Context: an optimization exercise on an open-source flow, tuned for small area. The choices shown serve that exercise and are no tape-out recipe. In this exercise RTL edits were held to simulation tests only and were not proved equivalent to the original. Power figures rest on the tool's default switching activity, not on a simulated workload.

## flow/run.sh

```bash
#!/bin/bash
# synth_recipe.tcl (not shown) runs the flow's synth.tcl, then flattens the netlist and writes it again
# the make line also repeats each setting of config.mk as NAME=value (left out here)
make -C /OpenROAD-flow-scripts/flow DESIGN_CONFIG=/design/flow/config.mk WORK_HOME=/design/flow/orfs CLKGATE_MAP_FILE= SYNTH_SCRIPT=/design/flow/synth_recipe.tcl finish
```

## flow/config.mk

```make
export PLATFORM = sky130hd
export DESIGN_NAME = workloadClassifier
export DESIGN_NICKNAME = workloadClassifier
export VERILOG_FILES = /design/flow/design.v
export SDC_FILE = /design/flow/constraint.sdc
export NUM_CORES = 4
export LEC_CHECK = 0
export ABC_AREA = 1
export CAP_MARGIN = 20
export CORE_MARGIN = 2
export CORE_UTILIZATION = 40
export SLEW_MARGIN = 20
```

## flow/constraint.sdc

```tcl
create_clock -name core_clock -period 50.0 [get_ports {clk}]
set_input_delay 10.0000 -clock core_clock [delete_from_list [all_inputs] [get_ports {clk}]]
set_output_delay 10.0000 -clock core_clock [all_outputs]
set_load 0.01 [all_outputs]
```

## flow/design.v

```verilog
package classifierPkg;
    typedef enum logic [2:0] {
        FmtUnknown = 3'd0,
        FmtCompute = 3'd1,
        FmtMemory  = 3'd2,
        FmtControl = 3'd3,
        FmtMixed   = 3'd4,
        FmtIdle    = 3'd5
    } formatT;
endpackage
module opcodeDecoder (
    input  logic       clk,
    input  logic       reset,
    input  logic       instructionValid,
    input  logic [6:0] opcode,
    input  logic       count0,
    output logic [2:0] hit,
    output logic [3:0] activeCount,
    output logic       idleOver,
    output logic       decide,
    output logic       windowClear
);
    logic [2:0] timer;
    logic [4:0] idleCount;
    always_ff @(posedge clk) begin
        if (!reset) timer <= '0;
        else        timer <= timer + 1'b1;
    end
    assign decide      = (timer == 3'd0);
    assign windowClear = decide & ~count0;
    always_comb begin
        hit = '0;
        if (instructionValid) begin
            case (opcode)
                7'b0110011, 7'b0010011:             hit[0] = 1'b1;
                7'b0000011, 7'b0100011:             hit[1] = 1'b1;
                7'b1100011, 7'b1101111, 7'b1100111: hit[2] = 1'b1;
                default:                            hit = '0;
            endcase
        end
    end
    always_ff @(posedge clk) begin
        if (!reset || windowClear) activeCount <= '0;
        else if (instructionValid) activeCount <= activeCount + 1'b1;
    end
    assign idleOver = idleCount[4] & idleCount[3] & idleCount[1];
    always_ff @(posedge clk) begin
        if (!reset || instructionValid) idleCount <= '0;
        else if (!idleOver)             idleCount <= idleCount + 1'b1;
    end
endmodule
module opcodeShare (
    input  logic       clk,
    input  logic       reset,
    input  logic       windowClear,
    input  logic [3:0] activeCount,
    input  logic       category,
    output logic [3:0] count,
    output logic [7:0] toll
);
    always_ff @(posedge clk) begin
        if (!reset || windowClear) count <= '0;
        else if (category)         count <= count + 1'b1;
    end
    tollTable tableInst (.count(count), .activeCount(activeCount), .toll(toll));
endmodule
module tollTable (
    input  logic [3:0] count,
    input  logic [3:0] activeCount,
    output logic [7:0] toll
);
    logic n_n17;
    logic n_n18;
    logic n_n19;
    logic n_n20;
    logic n_n21;
    logic n_n22;
    logic n_n23;
    logic n_n24;
    logic n_n25;
    logic n_n26;
    logic n_n27;
    logic n_n28;
    logic n_n29;
    logic n_n30;
    logic n_n31;
    logic n_n32;
    logic n_n33;
    logic n_n34;
    logic n_n35;
    logic n_n36;
    logic n_n37;
    logic n_n38;
    logic n_n39;
    logic n_n40;
    logic n_n41;
    logic n_n42;
    logic n_n43;
    logic n_n44;
    logic n_n45;
    logic n_n46;
    logic n_n47;
    logic n_n48;
    logic n_n49;
    logic n_n50;
    logic n_n51;
    logic n_n52;
    logic n_n53;
    logic n_n54;
    logic n_n55;
    logic n_n56;
    logic n_n57;
    logic n_n58;
    logic n_n59;
    logic n_n60;
    logic n_n61;
    logic n_n62;
    logic n_n63;
    logic n_n64;
    logic n_n65;
    logic n_n66;
    logic n_n67;
    logic n_n68;
    logic n_n69;
    logic n_n70;
    logic n_n71;
    logic n_n73;
    logic n_n74;
    logic n_n75;
    logic n_n76;
    logic n_n77;
    logic n_n78;
    logic n_n79;
    logic n_n80;
    logic n_n81;
    logic n_n82;
    logic n_n84;
    logic n_n85;
    logic n_n86;
    logic n_n87;
    logic n_n88;
    logic n_n89;
    logic n_n90;
    logic n_n91;
    logic n_n92;
    logic n_n93;
    logic n_n94;
    logic n_n95;
    logic n_n96;
    logic n_n97;
    logic n_n98;
    logic n_n99;
    logic n_n100;
    logic n_n101;
    logic n_n102;
    logic n_n103;
    logic n_n104;
    logic n_n105;
    logic n_n106;
    logic n_n107;
    logic n_n108;
    logic n_n109;
    logic n_n110;
    logic n_n111;
    logic n_n112;
    logic n_n113;
    logic n_n114;
    logic n_n115;
    logic n_n116;
    logic n_n117;
    logic n_n118;
    logic n_n119;
    logic n_n120;
    logic n_n121;
    logic n_n122;
    logic n_n123;
    logic n_n124;
    logic n_n125;
    logic n_n126;
    logic n_n127;
    logic n_n128;
    logic n_n129;
    logic n_n130;
    logic n_n132;
    logic n_n133;
    logic n_n134;
    logic n_n135;
    logic n_n136;
    logic n_n137;
    logic n_n138;
    logic n_n139;
    logic n_n140;
    logic n_n141;
    logic n_n142;
    logic n_n143;
    logic n_n144;
    logic n_n145;
    logic n_n146;
    logic n_n147;
    logic n_n148;
    logic n_n149;
    logic n_n150;
    logic n_n151;
    logic n_n152;
    logic n_n153;
    logic n_n154;
    logic n_n155;
    logic n_n156;
    logic n_n157;
    logic n_n158;
    logic n_n159;
    logic n_n160;
    logic n_n161;
    logic n_n162;
    logic n_n163;
    logic n_n164;
    logic n_n165;
    logic n_n166;
    logic n_n167;
    logic n_n168;
    logic n_n169;
    logic n_n170;
    logic n_n171;
    logic n_n172;
    logic n_n173;
    logic n_n174;
    logic n_n175;
    logic n_n176;
    logic n_n177;
    logic n_n178;
    logic n_n180;
    logic n_n181;
    logic n_n182;
    logic n_n183;
    logic n_n184;
    logic n_n185;
    logic n_n186;
    logic n_n187;
    logic n_n188;
    logic n_n189;
    logic n_n190;
    logic n_n191;
    logic n_n192;
    logic n_n193;
    logic n_n194;
    logic n_n195;
    logic n_n196;
    logic n_n197;
    logic n_n198;
    logic n_n199;
    logic n_n200;
    logic n_n201;
    logic n_n202;
    logic n_n203;
    logic n_n204;
    logic n_n205;
    logic n_n206;
    logic n_n207;
    logic n_n208;
    logic n_n209;
    logic n_n210;
    logic n_n211;
    logic n_n212;
    logic n_n213;
    logic n_n214;
    logic n_n215;
    logic n_n216;
    logic n_n217;
    logic n_n219;
    logic n_n220;
    logic n_n221;
    logic n_n222;
    logic n_n223;
    logic n_n224;
    logic n_n225;
    logic n_n226;
    logic n_n227;
    logic n_n228;
    logic n_n229;
    logic n_n230;
    logic n_n231;
    logic n_n232;
    logic n_n233;
    logic n_n234;
    logic n_n235;
    logic n_n236;
    logic n_n237;
    logic n_n238;
    logic n_n239;
    logic n_n240;
    logic n_n241;
    logic n_n242;
    logic n_n243;
    logic n_n244;
    logic n_n245;
    logic n_n246;
    logic n_n247;
    logic n_n248;
    logic n_n249;
    logic n_n251;
    logic n_n252;
    logic n_n253;
    logic n_n254;
    logic n_n255;
    logic n_n256;
    logic n_n257;
    logic n_n258;
    logic n_n259;
    logic n_n260;
    logic n_n261;
    logic n_n262;
    logic n_n263;
    logic n_n264;
    logic n_n265;
    logic n_n266;
    logic n_n267;
    logic n_n268;
    logic n_n269;
    logic n_n270;
    logic n_n271;
    logic n_n272;
    logic n_n273;
    logic n_n274;
    logic n_n275;
    logic n_n276;
    logic n_n277;
    logic n_n278;
    logic n_n279;
    logic n_n280;
    logic n_n281;
    logic n_n282;
    logic n_n283;
    logic n_n285;
    logic n_n286;
    logic n_n287;
    logic n_n288;
    logic n_n289;
    logic n_n290;
    logic n_n291;
    logic n_n292;
    logic n_n293;
    logic n_n294;
    logic n_n295;
    logic n_n296;
    logic n_n297;
    logic n_n298;
    logic n_n299;
    logic n_n300;
    logic n_n301;
    logic n_n302;
    logic n_n303;
    logic n_n304;
    logic n_n305;
    logic n_n306;
    logic n_n307;
    logic n_n308;
    logic n_n309;
    logic n_n310;
    logic n_n311;
    assign n_n17 = ~count[2] & count[1];
    assign n_n18 = count[1] & ~count[0];
    assign n_n19 = ~count[2] & n_n18;
    assign n_n20 = ~activeCount[1] & ~n_n19;
    assign n_n21 = n_n17 & n_n20;
    assign n_n22 = count[2] & ~count[1];
    assign n_n23 = ~activeCount[3] & count[0];
    assign n_n24 = ~n_n22 & ~n_n23;
    assign n_n25 = ~n_n21 & n_n24;
    assign n_n26 = ~activeCount[2] & count[0];
    assign n_n27 = ~activeCount[0] & n_n26;
    assign n_n28 = activeCount[2] & activeCount[0];
    assign n_n29 = count[2] & count[1];
    assign n_n30 = ~n_n28 & n_n29;
    assign n_n31 = ~n_n27 & n_n30;
    assign n_n32 = activeCount[1] & ~count[3];
    assign n_n33 = n_n31 & n_n32;
    assign n_n34 = activeCount[0] & ~count[0];
    assign n_n35 = activeCount[1] & ~count[1];
    assign n_n36 = count[3] & ~n_n35;
    assign n_n37 = ~n_n34 & n_n36;
    assign n_n38 = ~activeCount[3] & count[1];
    assign n_n39 = ~activeCount[2] & ~n_n38;
    assign n_n40 = ~n_n37 & n_n39;
    assign n_n41 = ~n_n33 & n_n40;
    assign n_n42 = n_n25 & n_n41;
    assign n_n43 = ~activeCount[1] & ~activeCount[0];
    assign n_n44 = ~count[1] & ~count[0];
    assign n_n45 = ~n_n43 & n_n44;
    assign n_n46 = activeCount[0] & ~count[1];
    assign n_n47 = activeCount[1] & n_n46;
    assign n_n48 = ~n_n45 & ~n_n47;
    assign n_n49 = activeCount[0] & count[0];
    assign n_n50 = activeCount[1] & count[1];
    assign n_n51 = ~n_n46 & ~n_n50;
    assign n_n52 = n_n49 & n_n51;
    assign n_n53 = ~activeCount[3] & activeCount[1];
    assign n_n54 = n_n34 & n_n53;
    assign n_n55 = ~n_n52 & ~n_n54;
    assign n_n56 = count[2] & ~n_n55;
    assign n_n57 = count[3] & ~count[2];
    assign n_n58 = ~n_n56 & ~n_n57;
    assign n_n59 = ~n_n48 & ~n_n58;
    assign n_n60 = activeCount[3] & ~count[3];
    assign n_n61 = ~n_n59 & ~n_n60;
    assign n_n62 = ~n_n42 & ~n_n61;
    assign n_n63 = count[2] & ~n_n62;
    assign n_n64 = ~count[3] & ~count[1];
    assign n_n65 = count[3] & n_n48;
    assign n_n66 = count[0] & n_n43;
    assign n_n67 = activeCount[2] & ~count[2];
    assign n_n68 = ~n_n66 & n_n67;
    assign n_n69 = ~n_n65 & n_n68;
    assign n_n70 = ~n_n64 & ~n_n69;
    assign n_n71 = ~n_n60 & n_n70;
    assign toll[7] = ~(~n_n63 & ~n_n71);
    assign n_n73 = count[1] & ~n_n34;
    assign n_n74 = activeCount[1] & ~n_n60;
    assign n_n75 = ~n_n73 & n_n74;
    assign n_n76 = ~count[2] & n_n66;
    assign n_n77 = ~count[2] & ~n_n38;
    assign n_n78 = ~n_n76 & ~n_n77;
    assign n_n79 = ~n_n75 & n_n78;
    assign n_n80 = ~n_n45 & n_n79;
    assign n_n81 = activeCount[2] & ~n_n80;
    assign n_n82 = ~n_n59 & n_n81;
    assign toll[6] = ~n_n42 & ~n_n82;
    assign n_n84 = n_n17 & n_n60;
    assign n_n85 = ~n_n31 & ~n_n84;
    assign n_n86 = ~activeCount[2] & ~n_n77;
    assign n_n87 = n_n85 & n_n86;
    assign n_n88 = ~count[2] & ~count[1];
    assign n_n89 = ~n_n29 & ~n_n88;
    assign n_n90 = n_n23 & ~n_n89;
    assign n_n91 = activeCount[3] & activeCount[2];
    assign n_n92 = count[1] & n_n91;
    assign n_n93 = n_n20 & ~n_n92;
    assign n_n94 = ~n_n90 & n_n93;
    assign n_n95 = ~n_n87 & n_n94;
    assign n_n96 = activeCount[2] & count[0];
    assign n_n97 = count[3] & ~count[1];
    assign n_n98 = count[0] & n_n22;
    assign n_n99 = ~n_n97 & ~n_n98;
    assign n_n100 = ~n_n96 & ~n_n99;
    assign n_n101 = activeCount[1] & ~n_n23;
    assign n_n102 = ~n_n100 & n_n101;
    assign n_n103 = ~activeCount[0] & ~n_n102;
    assign n_n104 = count[2] & ~count[0];
    assign n_n105 = activeCount[2] & n_n60;
    assign n_n106 = n_n104 & n_n105;
    assign n_n107 = ~count[3] & ~n_n106;
    assign n_n108 = n_n22 & ~n_n107;
    assign n_n109 = activeCount[2] & ~count[0];
    assign n_n110 = ~n_n85 & ~n_n109;
    assign n_n111 = ~n_n108 & ~n_n110;
    assign n_n112 = ~n_n103 & n_n111;
    assign n_n113 = ~n_n95 & ~n_n112;
    assign n_n114 = n_n48 & ~n_n79;
    assign n_n115 = activeCount[2] & ~n_n114;
    assign n_n116 = ~activeCount[3] & ~n_n115;
    assign n_n117 = ~count[1] & count[0];
    assign n_n118 = activeCount[2] & n_n117;
    assign n_n119 = ~n_n22 & ~n_n96;
    assign n_n120 = ~activeCount[1] & ~n_n119;
    assign n_n121 = ~n_n118 & n_n120;
    assign n_n122 = ~activeCount[2] & ~count[0];
    assign n_n123 = count[3] & n_n104;
    assign n_n124 = ~n_n122 & ~n_n123;
    assign n_n125 = ~n_n121 & n_n124;
    assign n_n126 = ~n_n59 & n_n125;
    assign n_n127 = ~n_n116 & n_n126;
    assign n_n128 = ~n_n36 & n_n122;
    assign n_n129 = activeCount[0] & ~n_n128;
    assign n_n130 = ~n_n127 & n_n129;
    assign toll[5] = ~(~n_n113 & ~n_n130);
    assign n_n132 = ~activeCount[1] & n_n22;
    assign n_n133 = ~count[3] & ~n_n132;
    assign n_n134 = n_n122 & ~n_n133;
    assign n_n135 = ~count[2] & ~n_n60;
    assign n_n136 = ~n_n17 & n_n26;
    assign n_n137 = ~n_n132 & n_n136;
    assign n_n138 = ~n_n135 & n_n137;
    assign n_n139 = ~n_n18 & n_n53;
    assign n_n140 = n_n104 & n_n139;
    assign n_n141 = ~n_n138 & ~n_n140;
    assign n_n142 = ~n_n134 & n_n141;
    assign n_n143 = ~activeCount[1] & activeCount[0];
    assign n_n144 = n_n29 & n_n105;
    assign n_n145 = ~count[3] & count[1];
    assign n_n146 = n_n26 & n_n145;
    assign n_n147 = activeCount[0] & ~n_n146;
    assign n_n148 = ~n_n144 & n_n147;
    assign n_n149 = ~n_n143 & ~n_n148;
    assign n_n150 = ~n_n88 & n_n105;
    assign n_n151 = activeCount[1] & ~n_n29;
    assign n_n152 = count[3] & ~n_n151;
    assign n_n153 = ~n_n150 & ~n_n152;
    assign n_n154 = ~count[0] & ~n_n153;
    assign n_n155 = count[0] & n_n74;
    assign n_n156 = ~n_n38 & ~n_n155;
    assign n_n157 = n_n67 & ~n_n156;
    assign n_n158 = ~n_n154 & ~n_n157;
    assign n_n159 = ~n_n149 & n_n158;
    assign n_n160 = n_n142 & n_n159;
    assign n_n161 = ~n_n97 & ~n_n145;
    assign n_n162 = n_n77 & n_n109;
    assign n_n163 = ~n_n161 & n_n162;
    assign n_n164 = activeCount[3] & ~count[2];
    assign n_n165 = n_n26 & n_n164;
    assign n_n166 = ~n_n163 & ~n_n165;
    assign n_n167 = n_n60 & n_n104;
    assign n_n168 = count[3] & count[0];
    assign n_n169 = ~n_n88 & n_n168;
    assign n_n170 = activeCount[1] & ~activeCount[0];
    assign n_n171 = ~n_n169 & n_n170;
    assign n_n172 = ~n_n167 & n_n171;
    assign n_n173 = n_n166 & n_n172;
    assign n_n174 = ~activeCount[2] & count[1];
    assign n_n175 = ~count[0] & ~n_n174;
    assign n_n176 = ~n_n146 & ~n_n175;
    assign n_n177 = n_n43 & ~n_n176;
    assign n_n178 = ~n_n173 & ~n_n177;
    assign toll[4] = ~n_n160 & n_n178;
    assign n_n180 = ~n_n18 & ~n_n148;
    assign n_n181 = n_n150 & ~n_n180;
    assign n_n182 = ~n_n117 & ~n_n181;
    assign n_n183 = ~n_n143 & ~n_n170;
    assign n_n184 = n_n60 & ~n_n183;
    assign n_n185 = ~n_n182 & n_n184;
    assign n_n186 = activeCount[3] & n_n170;
    assign n_n187 = n_n89 & n_n186;
    assign n_n188 = ~n_n185 & n_n187;
    assign n_n189 = ~count[2] & n_n185;
    assign n_n190 = ~count[3] & ~n_n50;
    assign n_n191 = ~n_n22 & ~n_n190;
    assign n_n192 = ~count[0] & ~n_n191;
    assign n_n193 = ~count[3] & ~count[2];
    assign n_n194 = activeCount[3] & ~n_n97;
    assign n_n195 = ~n_n193 & n_n194;
    assign n_n196 = n_n23 & ~n_n46;
    assign n_n197 = activeCount[0] & ~n_n196;
    assign n_n198 = ~n_n29 & ~n_n197;
    assign n_n199 = ~n_n195 & ~n_n198;
    assign n_n200 = ~n_n192 & n_n199;
    assign n_n201 = ~count[0] & n_n153;
    assign n_n202 = n_n143 & ~n_n201;
    assign n_n203 = activeCount[2] & ~n_n202;
    assign n_n204 = ~n_n200 & n_n203;
    assign n_n205 = ~n_n189 & n_n204;
    assign n_n206 = ~n_n188 & n_n205;
    assign n_n207 = activeCount[0] & ~count[2];
    assign n_n208 = ~n_n51 & ~n_n207;
    assign n_n209 = n_n19 & n_n143;
    assign n_n210 = ~n_n66 & ~n_n209;
    assign n_n211 = ~n_n208 & n_n210;
    assign n_n212 = n_n40 & n_n211;
    assign n_n213 = ~n_n206 & ~n_n212;
    assign n_n214 = ~n_n32 & ~n_n60;
    assign n_n215 = ~n_n49 & ~n_n214;
    assign n_n216 = count[2] & ~n_n46;
    assign n_n217 = ~n_n215 & n_n216;
    assign toll[3] = ~(~n_n213 & ~n_n217);
    assign n_n219 = activeCount[3] & activeCount[0];
    assign n_n220 = ~n_n26 & ~n_n219;
    assign n_n221 = ~n_n89 & n_n96;
    assign n_n222 = n_n22 & n_n109;
    assign n_n223 = ~n_n174 & ~n_n222;
    assign n_n224 = ~n_n221 & n_n223;
    assign n_n225 = ~count[3] & ~n_n224;
    assign n_n226 = activeCount[0] & count[1];
    assign n_n227 = n_n169 & ~n_n226;
    assign n_n228 = activeCount[0] & ~n_n227;
    assign n_n229 = ~n_n225 & n_n228;
    assign n_n230 = ~n_n220 & ~n_n229;
    assign n_n231 = activeCount[1] & n_n230;
    assign n_n232 = activeCount[2] & ~count[1];
    assign n_n233 = ~activeCount[1] & ~n_n232;
    assign n_n234 = ~n_n139 & ~n_n233;
    assign n_n235 = ~n_n77 & ~n_n234;
    assign n_n236 = ~n_n144 & ~n_n235;
    assign n_n237 = ~activeCount[0] & ~n_n236;
    assign n_n238 = activeCount[0] & n_n151;
    assign n_n239 = activeCount[2] & ~n_n238;
    assign n_n240 = n_n23 & ~n_n239;
    assign n_n241 = activeCount[3] & n_n34;
    assign n_n242 = n_n174 & n_n241;
    assign n_n243 = ~n_n49 & n_n67;
    assign n_n244 = ~n_n143 & n_n243;
    assign n_n245 = n_n36 & n_n244;
    assign n_n246 = ~n_n242 & ~n_n245;
    assign n_n247 = ~n_n240 & n_n246;
    assign n_n248 = ~n_n237 & n_n247;
    assign n_n249 = ~n_n185 & n_n248;
    assign toll[2] = ~(~n_n231 & n_n249);
    assign n_n251 = n_n22 & n_n32;
    assign n_n252 = n_n70 & n_n183;
    assign n_n253 = ~n_n184 & ~n_n252;
    assign n_n254 = ~count[2] & ~n_n253;
    assign n_n255 = ~n_n251 & ~n_n254;
    assign n_n256 = n_n96 & ~n_n255;
    assign n_n257 = activeCount[1] & n_n109;
    assign n_n258 = n_n22 & n_n105;
    assign n_n259 = ~n_n257 & ~n_n258;
    assign n_n260 = n_n103 & ~n_n259;
    assign n_n261 = ~count[1] & n_n67;
    assign n_n262 = ~n_n29 & ~n_n261;
    assign n_n263 = ~n_n34 & ~n_n143;
    assign n_n264 = count[3] & ~n_n263;
    assign n_n265 = ~n_n262 & n_n264;
    assign n_n266 = ~n_n23 & ~n_n174;
    assign n_n267 = n_n43 & ~n_n266;
    assign n_n268 = ~n_n265 & ~n_n267;
    assign n_n269 = ~n_n56 & n_n268;
    assign n_n270 = ~activeCount[3] & activeCount[2];
    assign n_n271 = ~n_n57 & ~n_n270;
    assign n_n272 = n_n34 & ~n_n271;
    assign n_n273 = ~activeCount[0] & ~count[3];
    assign n_n274 = ~n_n53 & n_n273;
    assign n_n275 = activeCount[2] & n_n19;
    assign n_n276 = ~n_n274 & n_n275;
    assign n_n277 = ~n_n272 & n_n276;
    assign n_n278 = ~n_n36 & n_n219;
    assign n_n279 = ~n_n38 & ~n_n278;
    assign n_n280 = n_n26 & ~n_n279;
    assign n_n281 = ~n_n277 & ~n_n280;
    assign n_n282 = n_n269 & n_n281;
    assign n_n283 = ~n_n260 & n_n282;
    assign toll[1] = ~(~n_n256 & n_n283);
    assign n_n285 = ~n_n106 & ~n_n222;
    assign n_n286 = activeCount[0] & ~n_n17;
    assign n_n287 = ~n_n64 & n_n286;
    assign n_n288 = ~n_n258 & ~n_n287;
    assign n_n289 = n_n285 & n_n288;
    assign n_n290 = ~n_n28 & ~n_n289;
    assign n_n291 = ~n_n207 & ~n_n261;
    assign n_n292 = n_n196 & ~n_n291;
    assign n_n293 = count[1] & n_n272;
    assign n_n294 = ~n_n227 & ~n_n293;
    assign n_n295 = ~n_n292 & n_n294;
    assign n_n296 = ~n_n290 & n_n295;
    assign n_n297 = ~activeCount[1] & ~n_n134;
    assign n_n298 = n_n296 & ~n_n297;
    assign n_n299 = ~n_n46 & ~n_n145;
    assign n_n300 = activeCount[2] & ~n_n299;
    assign n_n301 = ~activeCount[0] & ~count[0];
    assign n_n302 = ~n_n261 & ~n_n301;
    assign n_n303 = ~n_n300 & n_n302;
    assign n_n304 = n_n166 & ~n_n303;
    assign n_n305 = count[3] & ~n_n117;
    assign n_n306 = n_n207 & ~n_n305;
    assign n_n307 = ~n_n304 & ~n_n306;
    assign n_n308 = ~activeCount[1] & ~n_n307;
    assign n_n309 = ~n_n298 & ~n_n308;
    assign n_n310 = n_n230 & n_n304;
    assign n_n311 = n_n296 & n_n310;
    assign toll[0] = ~(~n_n309 & ~n_n311);
endmodule
module workloadDecision (
    input  logic        clk,
    input  logic        reset,
    input  logic [3:0]  activeCount,
    input  logic        idleOver,
    input  logic        decide,
    input  logic [3:0]  computeCount,
    input  logic [3:0]  memCount,
    input  logic [3:0]  controlCount,
    output logic [2:0]  workloadFormat,
    output logic [3:0]  workloadConfidence,
    output logic [15:0] classificationCount,
    output logic [7:0]  adaptationRate,
    output logic        classificationValid
);
    function automatic logic greater(input logic [3:0] x, input logic [3:0] y);
        logic g;
        g = 1'b0;
        for (int i = 0; i < 4; i++) g = (x[i] & ~y[i]) | (x[i] & g) | (~y[i] & g);
        greater = g;
    endfunction
    function automatic logic near(input logic [3:0] x, input logic [3:0] y,
                                  input logic [1:0] limit);
        logic [4:0] d;
        logic       carry;
        carry = 1'b1;
        for (int i = 0; i < 4; i++) begin
            d[i]  = x[i] ^ ~y[i] ^ carry;
            carry = (x[i] & ~y[i]) | (x[i] & carry) | (~y[i] & carry);
        end
        d[4] = ~carry;  
        if (!d[4]) begin
            near = (d[3:2] == 2'b00) && (!d[1] || limit[1]) && (!d[0] || limit != 2'd0) &&
                   !(d[1] && d[0] && limit != 2'd3);
        end else begin
            near = (d[3:2] == 2'b11) && (
                   (d[1:0] == 2'b11 && limit != 2'd0) ||
                   (d[1:0] == 2'b10 && limit[1]) ||
                   (d[1:0] == 2'b01 && limit == 2'd3));
        end
    endfunction
    logic       sameFormat;
    logic [4:0] stability;
    logic [2:0] ruleFormat;
    logic [3:0] ruleConf;
    logic [3:0] nextConf;
    logic [3:0] confDown;
    logic [3:0] confUp;
    logic       countZero;
    logic       fewActive;
    logic       isMixed;
    logic       domC, domM, domK;
    logic       bigC, bigM, bigK;
    logic [3:0] domLimit;    
    logic [1:0] bigLimit;    
    logic [1:0] closeCM;     
    logic [1:0] closeK;      
    logic       boost;
    logic [15:0] countNext;
    logic [4:0]  stabilityUp;
    logic        carry;
    assign domLimit[0] = (activeCount[2] & activeCount[0]) | (activeCount[2] & ~activeCount[1]) | (~activeCount[3] & ~activeCount[2]) | (~activeCount[2] & activeCount[1] & ~activeCount[0]);
    assign domLimit[1] = (~activeCount[3] & ~activeCount[1]) | (~activeCount[2] & ~activeCount[1]) | (activeCount[3] & activeCount[2] & activeCount[1]) | (activeCount[3] & activeCount[1] & ~activeCount[0]);
    assign domLimit[2] = (~activeCount[2] & ~activeCount[1]) | (~activeCount[3] & activeCount[2] & activeCount[1]) | (activeCount[3] & ~activeCount[2] & ~activeCount[0]);
    assign domLimit[3] = (activeCount[3] & activeCount[2]) | (activeCount[3] & activeCount[1] & activeCount[0]);
    assign bigLimit[0] = (~activeCount[2] & ~activeCount[1]) | (~activeCount[3] & activeCount[2] & activeCount[1]) | (~activeCount[3] & ~activeCount[1] & activeCount[0]) | (activeCount[2] & activeCount[1] & activeCount[0]);
    assign bigLimit[1] = (activeCount[3] & activeCount[1]) | (activeCount[3] & activeCount[2]);
    assign closeCM[0] = (~activeCount[2] & ~activeCount[1]) | (~activeCount[3] & activeCount[2] & activeCount[1]) | (activeCount[3] & ~activeCount[2] & ~activeCount[0]);
    assign closeCM[1] = (activeCount[3] & activeCount[2]) | (activeCount[3] & activeCount[1] & activeCount[0]);
    assign closeK[0] = (activeCount[2] & activeCount[0]) | (activeCount[2] & activeCount[1]) | (~activeCount[2] & ~activeCount[1] & ~activeCount[0]);
    assign closeK[1] = (activeCount[3] & activeCount[1]) | (activeCount[3] & activeCount[0]) | (activeCount[3] & activeCount[2]);
    assign domC = greater(computeCount, domLimit);
    assign domM = greater(memCount, domLimit);
    assign domK = greater(controlCount, domLimit);
    assign bigC = greater(computeCount, {2'b0, activeCount[3:2]});
    assign bigM = greater(memCount, {2'b0, activeCount[3:2]});
    assign bigK = greater(controlCount, {2'b0, bigLimit});
    assign isMixed = (bigC & bigM & near(computeCount, memCount, closeCM)) |
                     (bigK & ((bigC & near(computeCount, controlCount, closeK)) |
                              (bigM & near(memCount, controlCount, closeK))));
    assign countZero = ~|classificationCount;
    assign fewActive = ~|activeCount[3:1];
    assign confDown[0] = (workloadConfidence[3] & ~workloadConfidence[0]) | (workloadConfidence[1] & ~workloadConfidence[0]);
    assign confDown[1] = (workloadConfidence[1] & workloadConfidence[0]) | (workloadConfidence[3] & ~workloadConfidence[1] & ~workloadConfidence[0]);
    assign confDown[2] = ~workloadConfidence[3] | (workloadConfidence[2] & workloadConfidence[0]) | (workloadConfidence[2] & workloadConfidence[1]) | (~workloadConfidence[2] & ~workloadConfidence[1] & ~workloadConfidence[0]);
    assign confDown[3] = (workloadConfidence[3] & workloadConfidence[1]) | (workloadConfidence[3] & workloadConfidence[0]) | (workloadConfidence[3] & workloadConfidence[2]);
    assign confUp[0] = workloadConfidence[0] | (workloadConfidence[3] & workloadConfidence[2] & workloadConfidence[1]);
    assign confUp[1] = ~workloadConfidence[1] | (workloadConfidence[3] & workloadConfidence[2]);
    assign confUp[2] = (workloadConfidence[3] & workloadConfidence[1]) | (workloadConfidence[2] & ~workloadConfidence[1]);
    assign confUp[3] = workloadConfidence[3] | workloadConfidence[1];
    always_comb begin
        ruleFormat = workloadFormat;
        ruleConf   = (workloadFormat != 3'd0) ? confDown : 4'd4;
        if (countZero) begin
            ruleFormat = 3'd0;
            ruleConf   = 4'd4;
        end else if (idleOver) begin
            ruleFormat = 3'd5;
            ruleConf   = 4'd8;
        end else if (fewActive) begin
            ruleFormat = 3'd0;
            ruleConf   = 4'd4;
        end else if (domC | domM | domK) begin
            ruleFormat = {1'b0, domM | domK, domC | domK};
            ruleConf   = 4'd7;
        end else if (isMixed) begin
            ruleFormat = 3'd4;
            ruleConf   = 4'd6;
        end
    end
    assign boost    = sameFormat & (stability[4] | stability[3] | stability[2] |
                                    (stability[1] & stability[0]));
    assign nextConf = boost ? confUp : ruleConf;
    always_comb begin
        carry = decide;
        for (int i = 0; i < 16; i++) begin
            countNext[i] = classificationCount[i] ^ carry;
            carry        = classificationCount[i] & carry;
        end
        carry = 1'b1;
        for (int i = 0; i < 5; i++) begin
            stabilityUp[i] = stability[i] ^ carry;
            carry          = stability[i] & carry;
        end
    end
    always_ff @(posedge clk) begin
        if (!reset) classificationCount <= '0;
        else        classificationCount <= countNext;
    end
    always_ff @(posedge clk) begin
        if (!reset) begin
            workloadFormat     <= 3'd0;
            sameFormat         <= 1'b1;
            workloadConfidence <= '0;
            stability          <= '0;
        end else if (decide) begin
            workloadFormat     <= ruleFormat;
            workloadConfidence <= nextConf;
            sameFormat         <= (ruleFormat == workloadFormat);
            if (!sameFormat)        stability <= '0;
            else if (!stability[4]) stability <= stabilityUp;
        end
    end
    assign adaptationRate = {2'b00, ~stability[4] & ~stability[3] & ~(stability[2] & stability[1] & stability[0]),
                             ~stability[4] & (stability[3] | (stability[2] & stability[1] & stability[0])),
                             stability[4], 3'b000};
    assign classificationValid = (activeCount[3] | activeCount[2]) & ~countZero;
endmodule
module workloadClassifier (
    input  logic                  clk,
    input  logic                  reset,
    input  logic                  instructionValid,
    input  logic [6:0]            opcode,
    output logic [7:0]            computeToll,
    output logic [7:0]            memToll,
    output logic [7:0]            controlToll,
    output classifierPkg::formatT workloadFormat,
    output logic [3:0]            workloadConfidence,
    output logic [15:0]           classificationCount,
    output logic [7:0]            adaptationRate,
    output logic                  classificationValid
);
    logic [2:0]  hit;
    logic [3:0]  activeCount;
    logic        idleOver;
    logic        decide;
    logic        windowClear;
    logic [23:0] tollVec;
    logic [11:0] countVec;
    logic [2:0]  format;
    opcodeDecoder decoderInst (
        .clk              (clk),
        .reset            (reset),
        .instructionValid (instructionValid),
        .opcode           (opcode),
        .count0           (classificationCount[0]),
        .hit              (hit),
        .activeCount      (activeCount),
        .idleOver         (idleOver),
        .decide           (decide),
        .windowClear      (windowClear)
    );
    for (genvar i = 0; i < 3; i++) begin : genShare
        opcodeShare shareInst (
            .clk         (clk),
            .reset       (reset),
            .windowClear (windowClear),
            .activeCount (activeCount),
            .category    (hit[i]),
            .count       (countVec[i*4 +: 4]),
            .toll        (tollVec[i*8 +: 8])
        );
    end
    assign computeToll = tollVec[7:0];
    assign memToll     = tollVec[15:8];
    assign controlToll = tollVec[23:16];
    workloadDecision decisionInst (
        .clk                 (clk),
        .reset               (reset),
        .activeCount         (activeCount),
        .idleOver            (idleOver),
        .decide              (decide),
        .computeCount        (countVec[3:0]),
        .memCount            (countVec[7:4]),
        .controlCount        (countVec[11:8]),
        .workloadFormat      (format),
        .workloadConfidence  (workloadConfidence),
        .classificationCount (classificationCount),
        .adaptationRate      (adaptationRate),
        .classificationValid (classificationValid)
    );
    assign workloadFormat = classifierPkg::formatT'(format);
endmodule
```

==> summary.txt, run 1 <==
The run finished with no timing, DRC or antenna violations. Summed over all failing endpoints, the final setup total negative slack is 0 ns. The detailed-route wire length is 25,200 µm. The count of cells resized by post-cts repair came out at 0. The worst hold path terminates at decoderInst.timer[0]. The standard-cell row count is 47. After clock tree synthesis, the flow added hold-fix buffers numbering 0.

After synthesis, flip-flops and latches occupy 15.9% of the total area. The flip-flop and latch count after synthesis is 53. The standard cell core area came out at 16,500 µm².

In this run the post-CTS setup repair buffer count came out at 0. The category of the worst setup path capture point is a primary output. The number of antenna violations at the first check in global routing is 0.

Entering global routing, the biggest net connects 39 pins. The count of nets after finishing is 1,219. Across all register-to-register paths, the minimum setup slack is 45.78 ns. The leading cell type in the layout, fill and taps excluded is nand2_1.

The number of clock sinks is 53. Sequential cells account for 37.7% of the total power. The number of buffers added by the clock tree synthesis step is 5. The number of distinct library cell variants in the gate-level netlist after synthesis is 50. The overall routing resource usage came out at 27.9%.

The maximum vdd ir drop came out at 0.0129 mV. The worst path uses 27.6% of the clock period. The sum of net half-perimeters after detailed placement is 17,600 µm.

The net switching fraction of the power came out at 36.8%. For this design, the slowest cell found on the critical path is dfxtp_1. The count of buffers added on input and output ports is 60. The longest individual stage delay on the worst path came out at 0.79 ns. The number of search-and-repair iterations in the first detailed-routing pass is 9. The critical path arrival came out at 3.82 ns. The library cells used most frequently in the layout, excluding fill and tap cells, are nand2_1 (187), inv_1 (161), nor2_1 (140), o21ai_0 (120), a21oi_1 (78). The length in cells of the worst reg-to-reg path is 17.

The internal power summed over all cells came out at 76.5 µW. The gate count of the mapped netlist is 1,117. The latest clock arrival within the worst-skew pair is 0.30 ns. The clock network accounts for 30.6% of the total power. The routed wirelength normalized by instance count is 18.5 µm.

The total grt overflow is 0. Per report_power, the combinational group accounts for 31.7% of the total. The via count of the first global-routing pass came out at 7,695. The launch instance of the worst register-to-register path is genShare[1].shareInst.count[1]. The critical path is of the reg -> out type. The tightest min-delay check is of the reg -> reg type. The post-layout instance count excluding filler cells is 1,359. Once layout is done, the placed cells without fillers occupy 7500 µm².

The clock-pin slew of the registers on the worst-case setup and hold paths is 0.08 ns. No sink is reached through more buffers than the 2 on the longest clock path. The starting density of the core is 40.6%. The number of max-cap violations came out at 0.

The number of setup violations in the final report is 0. The count of nets left with antenna violations after detail routing came out at 0. For the pin with the worst max-slew slack, the measured transition is 0.894 ns. CTS placed an instance of clkbuf_16 at the clock tree root.

The net switching component of the power came out at 44.6 µW. The routed layout has 8,164 vias. The number of placed I/O pins is 66. The signed area change from the synthesized netlist to the final layout came out at 12.1%. After detailed placement, the design holds a cell count of 1,351.

The worst path needs 13.82 ns of the cycle, external delays included. The post-detailed-route DRC marker count is 0. TritonCTS built the clock tree.

The highest clock frequency the design can meet is 0.0723 GHz. The utilization of the core after routing is 45.5%. The number of hold-slack violations in the final timing report is 0. Data on the critical path is required at its endpoint by 40.00 ns. The cell area after synthesis came out at 6690 µm². The antenna diode count is 0. The final number of max-transition violations came to 0.

The die area came out at 17,800 µm². The die height is 133 µm. The static leakage power came out at 3.37 nW. In this run the worst path has a maximum fanout of 17. Measured along the x axis, the die boundary spans 133 µm. The H-tree depth came out at 2. Setup repair after global routing left no endpoint under its margin.

The ratio of cells with drive above 1 in the final layout came out at 2.72%. The startpoint identified for the worst hold timing path is decoderInst.timer[0]. The cell depth of the worst min-delay path came out at 1. The placement-stage cell area is 7340 µm². The first-pass GRT wire length came out at 40,200 µm. The number of warnings printed during yosys synthesis came out at 3. Power spread over the standard cell area amounts to 16.2 nW/µm².

Walking the worst path, the cells encountered are clkinv_1, ha_1, inv_1, nor2_1, nor3_1, a21oi_1, a2111oi_0, o21a_1, o21ai_0, clkdlybuf4s50_1. The mean instance size in the synthesized netlist came out at 5.99 µm². The endpoint identified for the worst register-to-register timing path is decisionInst.sameFormat. On the final layout, the worst clock skew is 0.00484 ns. The violation count after the first detailed-routing iteration came out at 1,367.

The vias per cell is 6.01. The kind of start point of the critical path is a register. The placer's final routability congestion estimate came out at 0.982. The headroom to the max-slew limit came out at 40.3%.
[stage by stage]
step / hold WS (ns) / worst slack [ns] / total power, mW
after floorplan: 0.417 / 37.49 / 0.0708
final: 0.456 / 36.18 / 0.121
after detailed placement: 0.437 / 36.61 / 0.0841
after global routing: 0.481 / 35.75 / 0.128
after global placement: 0.432 / 36.60 / 0.0844
after CTS: 0.455 / 36.25 / 0.121
[worst max-delay path: cells and delay by family (launching register included)]
family	cells	cell delay, ns
AO/OA/AOI/OAI	4	0.84
adder cells (fa/ha/maj)	1	0.43
buffers and inverters	3	1.20
flip-flops	1	0.79
AND/OR/NAND/NOR	2	0.25
[kinds of logic after synthesis]
| kind of cell | after synthesis | synth area share, % |
|---|---|---|
| DFF | 53 | 15.9 |
| AOI/OAI and AO/OA | 302 | 26.8 |
| xor gates and xnor gates | 2 | 0.262 |
| adders and majority gates | 71 | 14.3 |
| other | 1 | 0.0561 |
| and+or+nand+nor | 459 | 28.9 |
| buffers and inverters | 229 | 13.8 |
[power groups by stage]
stage               Sequential, mW  Combinational [mW]  Clock (mW)
floorplan                   0.0467              0.0241           0
global placement            0.0467              0.0377           0
detailed placement          0.0467              0.0374           0
CTS                         0.0457              0.0376      0.0379
global route                0.0460              0.0425      0.0395
finish                      0.0457              0.0384      0.0370
[worst max-delay path by stage]
stage,to,from
6_report,computeToll[0],genShare[0].shareInst.count[1]
3_3_place_gp,memToll[0],genShare[1].shareInst.count[1]
3_5_place_dp,computeToll[0],genShare[0].shareInst.count[1]
4_1_cts,computeToll[0],genShare[0].shareInst.count[1]
2_1_floorplan,controlToll[1],decoderInst.activeCount[0]
5_1_grt,computeToll[0],genShare[0].shareInst.count[1]
[flip-flops by register name (all words and copies together), names as in the netlist, named ones only]
signal,cells
decoderInst.timer,3
decoderInst.activeCount,4
decisionInst.sameFormat,1
decoderInst.idleCount,5
decisionInst.workloadConfidence,3
decisionInst.classificationCount,16
genShare.shareInst.count,12
decisionInst.workloadFormat,3
decisionInst.stability,5
[routing by layer]
metal / wire, µm / part of all wire, % / track usage [%] / vias to the layer above
li1: - / - / - / 3806
met1: 10400 / 41 / 37.3 / 3669
met2: 10300 / 41 / 42.0 / 552
met3: 2960 / 12 / 6.05 / 137
met4: 1440 / 5.7 / 15.1 / 0
met5: 0 / 0 / 0 / -
[synth_stat cells, drive strengths merged]
cell type / number / area (µm²)
nor2: 142 / 538
conb: 1 / 3.75
o221ai: 5 / 43.8
a32oi: 1 / 8.76
o211ai: 24 / 180
ha: 62 / 776
dfxtp: 53 / 1060
a21oi: 78 / 390
inv: 168 / 631
o211a: 1 / 10.0
clkinv: 6 / 22.5
or2: 2 / 12.5
buf: 30 / 178
nor4: 7 / 43.8
o2111ai: 7 / 61.3
nand4: 12 / 75.1
a22oi: 3 / 22.5
and2: 4 / 25.0
fa: 9 / 180
o31ai: 4 / 30.0
a221oi: 1 / 8.76
nand3b: 2 / 15.0
a31oi: 12 / 75.1
o22ai: 11 / 68.8
xnor2: 2 / 17.5
o21ai: 124 / 628
o21bai: 1 / 7.51
clkbuf: 25 / 93.8
nand2: 189 / 714
a311oi: 3 / 26.3
a22o: 3 / 26.3
a31o: 2 / 17.5
a2111oi: 8 / 72.6
nor3: 31 / 155
a21boi: 1 / 7.51
a211oi: 4 / 30.0
nand3: 70 / 355
o32ai: 3 / 26.3
o311ai: 3 / 26.3
o21a: 3 / 22.5
[final cells by class]
class | count | area [µm²]
Multi-Input combinational cell | 839 | 4720
Sequential cell | 53 | 1060
Tap cell | 220 | 275
Fill cell | 1800 | 8970
Clock inverter | 3 | 26.3
Timing Repair Buffer | 65 | 638
Clock buffer | 5 | 125
Inverter | 174 | 653
==> run 2: changes to the inputs <==
==> flow/flow/run.sh (new file) <==
#!/bin/bash
# Own layout flow: the standard flow (standard.sh) with three changes, all for area:
#  - synthesis is the standard flow's synthesis script with only the final ABC mapping script replaced
#    (flow/synth.tcl, flow/abc.script: area mapping without delay buffering and upsizing),
#    and without the half/full-adder cell extraction (ADDER_MAP_FILE empty);
#  - the port buffers are buf_1 cells.
# Registers, their names and cell types are those of the standard synthesis.
set -euo pipefail
export OWN_ABC_SCRIPT="$PWD/flow/abc.script"
bash standard.sh SYNTH_SCRIPT="$PWD/flow/synth.tcl" ADDER_MAP_FILE= \
  BUFFER_PORTS_ARGS="-buffer_cell sky130_fd_sc_hd__buf_1" finish > "$PWD/flow_make.log" 2>&1
==> flow/flow/abc.script (new file) <==
strash
dch
map -a
mfs2 -a
topo
==> flow/flow/synth.tcl (new file) <==
# The standard flow's synthesis script (synth_recipe.tcl), with only the final ABC mapping script replaced by
# flow/abc.script (area mapping without the delay-driven buffering and upsizing).
proc synth {args} { yosys synth -nofsm -noshare {*}$args }
proc abc {args} {
  set i [lsearch -exact $args -script]
  if { $i >= 0 } {
    set args [lreplace $args [expr { $i + 1 }] [expr { $i + 1 }] $::env(OWN_ABC_SCRIPT)]
  }
  yosys abc {*}$args
}
source $::env(SCRIPTS_DIR)/synth.tcl
# left out here: clear keep_hierarchy, flatten, clean up, hide names made inside functions, write 1_2_yosys.v
==> flow/standard.sh (new file) <==
#!/bin/bash
# synth_recipe.tcl (not shown) runs the flow's synth.tcl, then flattens the netlist and writes it again
# the make line also repeats each setting of config.mk as NAME=value (left out here)
make -C /OpenROAD-flow-scripts/flow DESIGN_CONFIG=/design/flow/config.mk WORK_HOME=/design/flow/orfs CLKGATE_MAP_FILE= SYNTH_SCRIPT=/design/flow/synth_recipe.tcl "${@:-finish}"
--- a/flow/config.mk
+++ b/flow/config.mk
@@ -11,2 +11,3 @@
 export CORE_UTILIZATION = 40
+export CTS_BUF_LIST = sky130_fd_sc_hd__clkbuf_2 sky130_fd_sc_hd__clkbuf_4
 export SLEW_MARGIN = 20
removed: flow/run.sh
==> summary.txt, run 2 <==
The tool reported: "ERROR: Found 783 problems in 'check -assert'". The terminating stage of the flow is 1_2_yosys. The run stopped with a tool error.

The number of warnings printed during yosys synthesis came out at 3.

-- separate check: timing with driven ports --
The flow's constraints put no driver on any port. The routed layout listed below was extracted and timed again, unchanged, in two steps. Step 1 (the two cells are an assumption about what drives the block):
set clk [get_ports {clk}]
set_driving_cell -lib_cell sky130_fd_sc_hd__clkbuf_16 $clk
set_driving_cell -lib_cell sky130_fd_sc_hd__buf_2 [delete_from_list [all_inputs] $clk]
Step 2 moves the port delays by t, midway between the first and last clock arrival at a register: inputs arrive t later, outputs are due t later. That takes back most of the time a late clock gives input paths. a / b / c = ideal ports / drivers / drivers and shift; a / b = the first two.
run: run 1
t, ns: 0.337
slack for setup (ns): 36.176 / 36.137 / 36.474
worst register clock-pin slew, ns: 0.08 / 0.08
cell pins on the clock port's net: 1
After both steps run 1 still meets setup and hold. For run 1, drivers alone change the setup slack by -0.039 ns; drivers and shift together by +0.298 ns.
